What follows belongs to an exercise in optimizing a design on an open flow for small area, a short achievable clock period and few clock cycles per item; a production flow would make more cautious choices. Function was checked by simulation only, so behaviour that the tests miss may differ from the original. Power figures rest on the tool's default switching activity, not on a simulated workload.

## flow/run.sh

```bash
#!/bin/bash
# synth_recipe.tcl (not shown) runs the flow's synth.tcl, then flattens the netlist and writes it again
# the make line also repeats each setting of config.mk as NAME=value (left out here)
make -C /OpenROAD-flow-scripts/flow DESIGN_CONFIG=/design/flow/config.mk WORK_HOME=/design/flow/orfs CLKGATE_MAP_FILE= SYNTH_SCRIPT=/design/flow/synth_recipe.tcl finish
```

## flow/constraint.sdc

```tcl
create_clock -name core_clock -period 5.0 [get_ports {clk}]
set_input_delay 1.0000 -clock core_clock [delete_from_list [all_inputs] [get_ports {clk}]]
set_output_delay 1.0000 -clock core_clock [all_outputs]
set_load 0.01 [all_outputs]
```

## flow/design.v

```verilog
`default_nettype none
module admin_fifo #(
    parameter int WIDTH = 8,
    parameter int DEPTH = 8
) (
    input  wire logic             clk,
    input  wire logic             rst_n,
    input  wire logic             push,
    input  wire logic [WIDTH-1:0] wr_data,
    input  wire logic             pop,
    output logic      [WIDTH-1:0] rd_data,
    output logic                  can_push,
    output logic                  can_pop
);
    localparam int CW = $clog2(DEPTH + 1);
    logic [WIDTH-1:0] mem [DEPTH];
    logic [DEPTH-1:0] wr_oh;
    logic [DEPTH-1:0] rd_oh;
    logic [CW-1:0]    count;
    logic [CW-1:0]    count_nx;
    logic             nfull;
    logic             nempty;
    always_comb begin
        count_nx = count;
        if (push && !pop) count_nx = count + 1'b1;
        if (!push && pop) count_nx = count - 1'b1;
    end
    always_ff @(posedge clk) begin
        if (!rst_n) begin
            wr_oh  <= DEPTH'(1);
            rd_oh  <= DEPTH'(1);
            count  <= '0;
            nfull  <= 1'b1;
            nempty <= 1'b0;
        end else begin
            if (push) wr_oh <= {wr_oh[DEPTH-2:0], wr_oh[DEPTH-1]};
            if (pop)  rd_oh <= {rd_oh[DEPTH-2:0], rd_oh[DEPTH-1]};
            count  <= count_nx;
            nfull  <= (count_nx != CW'(DEPTH));
            nempty <= (count_nx != '0);
        end
    end
    for (genvar e = 0; e < DEPTH; e++) begin : g_ent
        always_ff @(posedge clk) begin
            if (nfull && wr_oh[e]) mem[e] <= wr_data;
        end
    end
    always_comb begin
        rd_data = '0;
        for (int e = 0; e < DEPTH; e++) begin
            rd_data = rd_data | (mem[e] & {WIDTH{rd_oh[e]}});
        end
    end
    assign can_push = nfull;
    assign can_pop  = nempty;
endmodule
`default_nettype wire
`default_nettype none
module rq_ingress #(
    parameter int FE_CH = 4,
    parameter int MW    = 63
) (
    input  wire logic [FE_CH*MW-1:0] fe_rq,
    output logic      [FE_CH-1:0]    fe_rq_ready,
    input  wire logic                can_push,
    output logic                     push,
    output logic      [MW-2:0]       wr_data
);
    localparam int FE_IDX = $clog2(FE_CH);
    logic [FE_CH-1:0]  vld;
    logic [FE_CH-1:0]  grant;
    logic [FE_IDX-1:0] sel;
    logic [MW-2:0]     pay;
    always_comb begin
        for (int i = 0; i < FE_CH; i++) vld[i] = fe_rq[i*MW + MW-1];
        grant = vld & ~(vld - 1'b1);
    end
    always_comb begin
        pay = '0;
        sel = '0;
        for (int i = 0; i < FE_CH; i++) begin
            pay = pay | (fe_rq[i*MW +: MW-1] & {(MW-1){grant[i]}});
            sel = sel | (FE_IDX'(i) & {FE_IDX{grant[i]}});
        end
    end
    assign wr_data     = {pay[MW-2:FE_IDX], sel};
    assign push        = can_push && (vld != '0);
    assign fe_rq_ready = grant & {FE_CH{can_push}};
endmodule
`default_nettype wire
`default_nettype none
module rq_egress #(
    parameter int BE_CH = 2,
    parameter int MW    = 63
) (
    input  wire logic                can_pop,
    output logic                     pop,
    input  wire logic [MW-2:0]       rd_data,
    output logic      [BE_CH*MW-1:0] be_rq,
    input  wire logic [BE_CH-1:0]    be_rq_ready
);
    logic [BE_CH-1:0] grant;
    assign grant = be_rq_ready & ~(be_rq_ready - 1'b1);
    assign pop   = can_pop && (be_rq_ready != '0);
    always_comb begin
        for (int b = 0; b < BE_CH; b++) begin
            be_rq[b*MW +: MW] = {can_pop && grant[b], rd_data};
        end
    end
endmodule
`default_nettype wire
`default_nettype none
module cp_ingress #(
    parameter int BE_CH  = 2,
    parameter int MW     = 57,
    parameter int ID_W   = 12,
    parameter int BE_IDX = (BE_CH > 1) ? $clog2(BE_CH) : 1
) (
    input  wire logic [BE_CH*MW-1:0]     be_cp,
    output logic      [BE_CH-1:0]        be_cp_ready,
    input  wire logic                    can_push,
    output logic                         push,
    output logic [MW-1-ID_W+BE_IDX-1:0]  wr_data
);
    localparam int PW = MW - 1 - ID_W;    
    logic [BE_CH-1:0]  vld;
    logic [BE_CH-1:0]  grant;
    logic [BE_IDX-1:0] sel;
    logic [PW-1:0]     pay;
    always_comb begin
        for (int i = 0; i < BE_CH; i++) vld[i] = be_cp[i*MW + MW-1];
        grant = vld & ~(vld - 1'b1);
    end
    always_comb begin
        pay = be_cp[(BE_CH-1)*MW + ID_W +: PW];
        sel = BE_IDX'(BE_CH-1);
        for (int i = BE_CH-2; i >= 0; i--) begin
            if (vld[i]) begin
                pay = be_cp[i*MW + ID_W +: PW];
                sel = BE_IDX'(i);
            end
        end
    end
    assign wr_data     = {pay, sel};
    assign push        = can_push && (vld != '0);
    assign be_cp_ready = grant & {BE_CH{can_push}};
endmodule
`default_nettype wire
`default_nettype none
module cp_egress #(
    parameter int FE_CH  = 4,
    parameter int MW     = 57,
    parameter int ID_W   = 12,
    parameter int BE_IDX = 1
) (
    input  wire logic                        can_pop,
    output logic                             pop,
    input  wire logic [MW-1-ID_W+BE_IDX-1:0] rd_data,
    output logic      [FE_CH*MW-1:0]         fe_cp,
    input  wire logic [FE_CH-1:0]            fe_cp_ready
);
    localparam int FE_IDX = $clog2(FE_CH);
    logic [FE_IDX-1:0] target;
    logic [FE_CH-1:0]  hit;
    assign target = rd_data[BE_IDX +: FE_IDX];
    always_comb begin
        for (int h = 0; h < FE_CH; h++) begin
            hit[h] = can_pop && (target == FE_IDX'(h)) && fe_cp_ready[h];
            fe_cp[h*MW +: MW] = {hit[h], rd_data[MW-2+BE_IDX-ID_W:BE_IDX],
                                 ID_W'(rd_data[BE_IDX-1:0])};
        end
    end
    assign pop = hit != '0;
endmodule
`default_nettype wire
`default_nettype none
module nvme_admin (
    input  wire logic         clk,
    input  wire logic         rst_n,
    input  wire logic [251:0] fe_rq,
    output logic      [3:0]   fe_rq_ready,
    output logic      [227:0] fe_cp,
    input  wire logic [3:0]   fe_cp_ready,
    output logic      [125:0] be_rq,
    input  wire logic [1:0]   be_rq_ready,
    input  wire logic [113:0] be_cp,
    output logic      [1:0]   be_cp_ready
);
    localparam int FE_CH      = 4;
    localparam int BE_CH      = 2;
    localparam int RQ_W       = 63;
    localparam int CP_W       = 57;
    localparam int ID_W       = 12;
    localparam int FIFO_DEPTH = 8;
    localparam int BE_IDX     = 1;
    localparam int RQ_SW      = RQ_W - 1;
    localparam int CP_SW      = CP_W - 1 - ID_W + BE_IDX;
    logic             rq_push, rq_pop, rq_can_push, rq_can_pop;
    logic [RQ_SW-1:0] rq_wr_data, rq_rd_data;
    logic             cp_push, cp_pop, cp_can_push, cp_can_pop;
    logic [CP_SW-1:0] cp_wr_data, cp_rd_data;
    rq_ingress #(
        .FE_CH (FE_CH),
        .MW    (RQ_W)
    ) rq_ingress_inst (
        .fe_rq       (fe_rq),
        .fe_rq_ready (fe_rq_ready),
        .can_push    (rq_can_push),
        .push        (rq_push),
        .wr_data     (rq_wr_data)
    );
    admin_fifo #(
        .WIDTH (RQ_SW),
        .DEPTH (FIFO_DEPTH)
    ) rq_fifo_inst (
        .clk      (clk),
        .rst_n    (rst_n),
        .push     (rq_push),
        .wr_data  (rq_wr_data),
        .pop      (rq_pop),
        .rd_data  (rq_rd_data),
        .can_push (rq_can_push),
        .can_pop  (rq_can_pop)
    );
    rq_egress #(
        .BE_CH (BE_CH),
        .MW    (RQ_W)
    ) rq_egress_inst (
        .can_pop     (rq_can_pop),
        .pop         (rq_pop),
        .rd_data     (rq_rd_data),
        .be_rq       (be_rq),
        .be_rq_ready (be_rq_ready)
    );
    cp_ingress #(
        .BE_CH  (BE_CH),
        .MW     (CP_W),
        .ID_W   (ID_W),
        .BE_IDX (BE_IDX)
    ) cp_ingress_inst (
        .be_cp       (be_cp),
        .be_cp_ready (be_cp_ready),
        .can_push    (cp_can_push),
        .push        (cp_push),
        .wr_data     (cp_wr_data)
    );
    admin_fifo #(
        .WIDTH (CP_SW),
        .DEPTH (FIFO_DEPTH)
    ) cp_fifo_inst (
        .clk      (clk),
        .rst_n    (rst_n),
        .push     (cp_push),
        .wr_data  (cp_wr_data),
        .pop      (cp_pop),
        .rd_data  (cp_rd_data),
        .can_push (cp_can_push),
        .can_pop  (cp_can_pop)
    );
    cp_egress #(
        .FE_CH  (FE_CH),
        .MW     (CP_W),
        .ID_W   (ID_W),
        .BE_IDX (BE_IDX)
    ) cp_egress_inst (
        .can_pop     (cp_can_pop),
        .pop         (cp_pop),
        .rd_data     (cp_rd_data),
        .fe_cp       (fe_cp),
        .fe_cp_ready (fe_cp_ready)
    );
endmodule
`default_nettype wire
```

## flow/config.mk

```make
export PLATFORM = sky130hd
export DESIGN_NAME = nvme_admin
export DESIGN_NICKNAME = nvme_admin
export VERILOG_FILES = /design/flow/design.v
export SDC_FILE = /design/flow/constraint.sdc
export NUM_CORES = 4
export LEC_CHECK = 0
export CAP_MARGIN = 20
export CORE_MARGIN = 2
export CORE_UTILIZATION = 40
export SETUP_SLACK_MARGIN = 2.5
export SLEW_MARGIN = 20
```

==> results of run 1 <==
[cells in the final DEF (no fill, tap or decap), types with 4 or more instances in the layout]
cell             instances
edfxtp_1               856
clkdlybuf4s50_1        333
a22oi_1                310
buf_6                  251
a22oi_2                239
buf_2                  164
buf_4                  157
nand4_1                107
clkbuf_16              105
buf_12                  63
nand2_1                 56
mux2_2                  44
conb_1                  44
o21ai_0                 40
buf_16                  34
dfxtp_1                 26
o21ai_1                 24
a21oi_1                 24
clkinv_1                22
buf_8                   18
dfxtp_4                 17
nor2_1                  16
clkinv_2                16
clkbuf_2                16
clkbuf_1                14
and2_4                  12
bufinv_16               11
mux2i_1                  9
dlymetal6s2s_1           9
inv_1                    7
and2_1                   7
clkinvlp_4               6
and2_2                   5
nand3_1                  5
ha_1                     4
clkinv_16                4
[state kept, by name, indices dropped and copies added (netlist names)]
register	cells
cp_fifo_inst.rd_oh	8
rq_fifo_inst.rd_oh	8
rq_fifo_inst.nempty	1
rq_fifo_inst.nfull	1
rq_fifo_inst.count	4
cp_fifo_inst.count	4
rq_fifo_inst.wr_oh	8
rq_fifo_inst.mem	496
cp_fifo_inst.wr_oh	8
cp_fifo_inst.nempty	1
cp_fifo_inst.mem	360
cp_fifo_inst.nfull	1
[layer usage]
metal | share of wire [%] | track usage [%]
met2 | 53 | 41.81
met1 | 38 | 28.13
met4 | 2.1 | 7.026
met3 | 7.0 | 4.203
met5 | 0.0097 | 0
[stage by stage]
stage	power [W]	instance area [sq um]	hold slack [ps]
after floorplan	0.01129	35980	440.5
after global placement	0.01308	42030	458.2
after detailed placement	0.01313	42030	465.5
after CTS	0.02028	48420	474.0
after global routing	0.02162	50700	499.6
final	0.02091	50710	470.4
[path summary, 6_finish.rpt]
path	startpoint	endpoint	slack (ps)
hold / removal	cp_fifo_inst.wr_oh[1]	cp_fifo_inst.wr_oh[1]	470
hold reg to reg	cp_fifo_inst.wr_oh[1]	cp_fifo_inst.wr_oh[1]	470
setup reg to reg	cp_fifo_inst.rd_oh[2]	cp_fifo_inst.nfull	2050
setup / recovery	rq_fifo_inst.rd_oh[7]	be_rq[31]	1840
[cell families (layout without fill, tap and decap cells)]
logic type               after synthesis  after routing  synth area share (%)
other                                  1             45               0.01051
buffers and inverters                396           1245                 6.732
adder cells (fa/ha/maj)                5              5                0.1683
multiplexers                          56             56                 1.725
XOR/XNOR                               7              7                0.1718
AND/OR/NAND/NOR                      229            229                 3.531
AO/OA/AOI/OAI                        649            649                 13.17
flip-flops                           900            900                 74.50
[power groups by stage]
stage / Combinational (W) / Clock [W] / Sequential, W
5_1_grt: 0.00548 / 0.00729 / 0.00885
4_1_cts: 0.00452 / 0.00695 / 0.00880
3_5_place_dp: 0.00408 / 0 / 0.00905
3_3_place_gp: 0.00405 / 0 / 0.00903
6_report: 0.00519 / 0.00690 / 0.00883
2_1_floorplan: 0.00241 / 0 / 0.00888
[area by class of cell]
class / instances / area share [%]
diodes: 1 / 0.004935
clock buffers: 107 / 4.693
clock inverters: 62 / 1.367
inverters: 10 / 0.1061
multi-input cells: 990 / 16.20
flip-flops and latches: 900 / 52.56
well taps: 1165 / 2.875
repair buffers: 1066 / 22.19
[worst max-delay path, stage by stage (launching register included)]
cell     delay [ps]
dfxtp_4         380
buf_12          160
buf_16          150
buf_6           110
a22oi_2         140
nand4_1         230
buf_4           220
buf_6           110
[repair_timing]
action | CTS | global route
gates cloned | 30 | 12
setup buffers | 215 | 100
pin swaps | 151 | 146
setup endpoints to repair | 789 | 529
resized for setup | 1327 | 592
==> flow_summary_export.csv, run 1 <==
group,metric,value,unit
run,drv_cap,0,
clock_network,cts_htree_levels,3,
layout,post-route-util,57.38,%
power_and_ir_drop,irDropWorstVdd,322.8,uV
layout,area_growth_syn_to_layout,42.09,%
synthesis,yosys-top-cells-area,"edfxtp_1 72%, a22oi_1 11%, buf_4 5.1%",
power_and_ir_drop,power.leakage,17.50,nW
synthesis,syn_area_per_cell,15.91,sq um
power_and_ir_drop,switching_share,26.86,%
placement,gp_congestion,0.7379,
timing,hold_viol_final,0,
timing,finalClockSkew,39.50,ps
min_path,hold_class,"flop to flop",
timing,worst_slack,1839,ps
global_routing,grt_max_degree,62,
die,die_w,302.7,microns
synthesis,synth.distinct_cells,44,
synthesis,async_flop_share,0,%
placement,pre_cts_slack,1409,ps
clock_network,path_clk_slew,60,ps
status,status,"finished clean",
global_routing,gr-total-overflow,0,
timing,max_freq,0.3163,GHz
synthesis,ys_ff_latch,900,
power_and_ir_drop,comb_power_share,24.8,%
layout,nets,3439,
synthesis,yosys.area.top_type_share,72.03,%
synthesis,netlist_top_cells_count,"856 x edfxtp_1, 545 x a22oi_1, 241 x buf_4",
die,die_area,91620,sq um
layout,seqCellArea,26650,sq um
global_routing,grt_pass1_wl,154500,microns
synthesis,synth_area,35690,sq um
clock_network,cts-root-buf,"clkbuf_16",
min_path,hold_depth,2,
synthesis,synth_edf_count,856,
setup_path,crit_type,"flop to primary output",
clock_network,clock-sinks,900,
timing,finalSetupViolations,0,
synthesis,synth.yosys.warnings,8,
placement,place_hpwl,57950,microns
die,die_h,302.7,microns
timing,maxSlewViolCount,0,
timing,worst_slew_pin_slew,1068,ps
setup_path,end_kind,"primary output",
die,rows,109,
layout,drive_above_1_share,38.25,%
routing,vias,24168,
power_and_ir_drop,p_per_area,412.3,nW/um^2
power_and_ir_drop,power_frac_clock,33.0,%
die,start_util,40.38,%
setup_path,worstPathArrival,2160,ps
clock_network,cts_buffer_depth,3,
setup_path,cp.required,4000,ps
setup_path,cp_max_fo,7,
synthesis,synth_cells,2243,
power_and_ir_drop,net-switching-power,0.005615,W
synthesis,synth.most_common_cell,"edfxtp_1",
placement,place_inst,3772,
clock_network,cts_tree,"built",
routing,ant_nets,0,
routing,first_pass_iters,6,
global_routing,grt_pass1_vias,23476,
clock_network,numCtsBuffers,93,
clock_network,clk_latency,640,ps
synthesis,ys_seq_area_share,74.50,%
routing,drt-wirelength-per-cell,26.29,microns
die,core,88370,sq um
placement,portBuffers,657,
global_routing,track_usage,23.15,%
die,num_io_pins,734,
synthesis,yosys.area.top_type,"edfxtp_1",
power_and_ir_drop,power.internal,0.01529,W
clock_network,cts_hold_buf,0,
layout,multi_input_area,8217,sq um
global_routing,antenna_found_initial,3,
timing,layout_min_cycle_time,3161,ps
setup_path,start_kind,"flop",
power_and_ir_drop,seqPwrFrac,42.2,%
timing,rsz0062_at_grt,"true",
layout,fin_cells,4301,
timing,period_share,63.22,%
timing,timing.slew.headroom,28.07,%
routing,route.detailed.drc,0,
routing,drt-initial-drc-count,2300,
synthesis,synth-main-ff-cell,"edfxtp_1",
routing,routed_via_density,5.619,
setup_path,r2r_cells,12,
timing,timing.setup.tns,0,ps
layout,nFillCells,6598,
routing,drt-total-wl,113100,microns
Testbench counts, summed over its fixed seeds: cycles 2,060, items 3,072.
==> run 2: changes to the inputs <==
--- a/flow/config.mk
+++ b/flow/config.mk
@@ -8,5 +8,4 @@
 export CAP_MARGIN = 20
 export CORE_MARGIN = 2
 export CORE_UTILIZATION = 40
-export SETUP_SLACK_MARGIN = 2.5
 export SLEW_MARGIN = 20
==> run 2 against run 1 <==
  * Still clean on timing, DRC and antenna
  * Synthesized area is the same
  * Non-clock buffer count shrank 353
  * Worst hold slack got worse by 5.6 ps
  * First-iteration DRC count down 13%
  * Worst setup slack lost 920 ps
  * Global-route usage down 2.1 points
  * Die area unchanged
  * Clock skew is 20 ps lower
  * Via count decreased by 8.4%
  * Clock power is 2% lower
==> flow_summary_export.csv, run 2 <==
group,metric,value,unit
global_routing,track_usage,21.09,%
global_routing,grt_use_met1,26.50,%
synthesis,async_flop_share,0,%
layout,design_area,45020,sq um
timing,finalSetupViolations,0,
die,num_io_pins,734,
setup_path,startpoint,"rq_fifo_inst.rd_oh[7]",
routing,first_pass_iters,5,
run,drv_cap,0,
routing,drt-total-wl,100000,microns
synthesis,syn_area_per_cell,15.91,sq um
setup_path,path_buf_inv,2,
setup_path,end_kind,"primary output",
routing,vias,22144,
global_routing,grt_util_met2,36.98,%
synthesis,synth.yosys.warnings,8,
clock_network,clk_latency,630,ps
power_and_ir_drop,irDropWorstVdd,291.2,uV
die,die_area,91620,sq um
clock_network,cts_htree_levels,3,
timing,whs,464.8,ps
synthesis,synth_area,35690,sq um
timing,worst_slew_pin_slew,1153,ps
global_routing,gr-total-overflow,0,
global_routing,grtUsageMet3,3.681,%
placement,place_area,42030,sq um
power_and_ir_drop,fin_total_pwr,0.01974,W
setup_path,path_delay_family,"flip-flops",
die,core,88370,sq um
clock_network,post-cts-setup-buffers,0,
setup_path,slowest_delay,1030,ps
setup_path,cp_max_fo,36,
synthesis,synth-main-ff-cell,"edfxtp_1",
setup_path,cp.depth,4,
setup_path,crit_end,"be_rq[81]",
setup_path,start_kind,"flop",
clock_network,clock-sinks,900,
clock_network,path_clk_slew,60,ps
status,status,"finished clean",
layout,drive_above_1_share,9.719,%
setup_path,worstPathArrival,3080,ps
setup_path,cp.required,4000,ps
layout,largest_reg_flops,496,
timing,max_freq,0.2451,GHz
synthesis,synth.most_common_cell,"edfxtp_1",
timing,timing.slew.headroom,22.32,%
routing,routed_via_density,5.610,
power_and_ir_drop,p_per_area,438.5,nW/um^2
power_and_ir_drop,power.leakage,14.40,nW
die,die_h,302.7,microns
placement,place_hpwl,59900,microns
setup_path,r2r_cells,8,
clock_network,cts_buffer_depth,3,
setup_path,crit_chain,"buf_4 > a22oi_1 > nand4_1 > clkdlybuf4s50_1",
placement,portBuffers,657,
synthesis,yosys-top-cells-area,"edfxtp_1 72%, a22oi_1 11%, buf_4 5.1%",
timing,layout_min_cycle_time,4080,ps
min_path,hold_class,"flop to flop",
routing,drt-wirelength-per-cell,25.34,microns
setup_path,rrSetupSlack,1620,ps
timing,hold_viol_final,0,
layout,top_regs,"rq_fifo_inst.mem: 496 flops, cp_fifo_inst.mem: 360 flops",
clock_network,numCtsBuffers,90,
global_routing,busiest_layer,"met2",
synthesis,synth.distinct_cells,44,
layout,final_cell_mix,"856 x edfxtp_1, 654 x clkdlybuf4s50_1, 545 x a22oi_1",
global_routing,grt_max_degree,70,
synthesis,synth_cells,2243,
routing,route.detailed.drc,0,
layout,area_growth_syn_to_layout,26.14,%
routing,drt-initial-drc-count,1994,
timing,timing.setup.tns,0,ps
synthesis,yosys.area.top_type_share,72.03,%
placement,pre_cts_slack,1233,ps
timing,worst_slack,919.9,ps
timing,rsz0062_at_grt,"false",
die,rows,109,
synthesis,yosys.area.top_type,"edfxtp_1",
timing,maxSlewViolCount,0,
synthesis,ys_seq_area_share,74.50,%
synthesis,synth_edf_count,856,
layout,regMostFlops,"rq_fifo_inst.mem",
clock_network,cts_resized,0,
layout,nets,3083,
global_routing,grt_pass1_wl,142900,microns
setup_path,r2r-start,"cp_fifo_inst.rd_oh[3]",
synthesis,netlist_top_cells_count,"856 x edfxtp_1, 545 x a22oi_1, 241 x buf_4",
placement,gp_congestion,0.7916,
setup_path,slowest_stage,"dfxtp_2",
synthesis,ys_ff_latch,900,
routing,ant_nets,0,
die,die_w,302.7,microns
setup_path,r2r-end,"cp_fifo_inst.nfull",
clock_network,cts_hold_buf,0,
layout,nFillCells,7202,
global_routing,grt_pass1_vias,22319,
clock_network,cts-root-buf,"clkbuf_16",
global_routing,antenna_found_initial,7,
setup_path,crit_type,"flop to primary output",
timing,period_share,81.60,%
timing,finalClockSkew,19.80,ps
layout,final_common_cell,"edfxtp_1",
die,start_util,40.38,%
clock_network,cts_tree,"built",
[run 2: cell counts after synthesis]
Identical to the previous run, type by type.
[run 2: metal layers]
metal,vias up,part of all wire (%)
li1,9706,-
met1,11299,39
met2,989,51
met3,146,7.2
met4,4,2.8
met5,-,0.027
[run 2: power breakdown]
part | leakage, nW | internal [W] | switching [W]
Sequential | 8.27 | 0.00865 | 0.000197
Clock | 1.45 | 0.00402 | 0.00277
Combinational | 4.68 | 0.00205 | 0.00205
[run 2: cells by family after synthesis]
family,Yosys count,synth area share [%]
xor gates and xnor gates,7,0.1718
AOI/OAI and AO/OA,649,13.17
adders and majority gates,5,0.1683
DFF,900,74.50
and+or+nand+nor,229,3.531
buffers and inverters,396,6.732
muxes,56,1.725
other,1,0.01051
[run 2: worst min path at each step]
| stage | cells past startpoint | slack [ps] | end | from |
|---|---|---|---|---|
| 5_1_grt | 2 | 490 | rq_fifo_inst.wr_oh[5] | rq_fifo_inst.wr_oh[4] |
| 2_1_floorplan | 2 | 440 | cp_fifo_inst.wr_oh[1] | cp_fifo_inst.wr_oh[0] |
| 3_5_place_dp | 2 | 460 | cp_fifo_inst.wr_oh[6] | cp_fifo_inst.wr_oh[6] |
| 3_3_place_gp | 2 | 450 | rq_fifo_inst.wr_oh[6] | rq_fifo_inst.wr_oh[5] |
| 6_report | 2 | 460 | cp_fifo_inst.wr_oh[6] | cp_fifo_inst.wr_oh[5] |
| 4_1_cts | 2 | 470 | cp_fifo_inst.wr_oh[6] | cp_fifo_inst.wr_oh[5] |
[run 2: layout make-up]
class                      count  area (sq um)  area share, %
antenna                        4         10.01        0.02224
clock buffer                 109          2344          5.206
sequential                   900         26610          59.10
timing repair buffer         713          7022          15.60
multi-input combinational    990          6904          15.34
tap                         1165          1458          3.238
clock inverter                56         635.6          1.412
inverter                      10         37.54        0.08338
[run 2: through the flow]
step                      utilization (%)  std cells
final                               50.94       3947
after global routing                50.93       3945
after CTS                           50.93       3943
after detailed placement            47.56       3778
after floorplan                         -       2286
after global placement              47.56       3778
[run 2: worst register-to-register path, stage by stage, from the launching register on]
cell,delay [ps]
dfxtp_1,340
buf_4,620
a22oi_1,200
nand4_2,290
mux2i_1,190
o22ai_4,550
xnor2_1,230
o311a_1,370
or4b_1,460

[static timing again, ports no longer ideal]
In the flow no input, the clock included, has a driving cell. The finished layouts below were timed again as built, in two steps. Step 1 sets driving cells, clkbuf_16 on the clock port and buf_2 on the other inputs (assumed; they add their load-dependent delay and slew). Step 2, shift: input delay + t, output delay - t, t = (earliest + latest rising clock arrival at the registers) / 2. This alone moves slack from input paths to output paths. Slacks: ideal / step 1 / step 2; pairs: ideal / step 1.
run	t, ns	setup WS [ns]	worst setup path after step 2	clock arrival spread, ns
run 1	0.692	1.839 / 1.776 / 1.641	input to register	0.049 / 0.049
run 2	0.691	0.920 / 0.850 / 1.174	input to output	0.029 / 0.029
After both steps setup and hold are still met in every run listed. For run 1, which loses most, drivers alone change the setup slack by -0.063 ns; drivers and shift together by -0.198 ns.
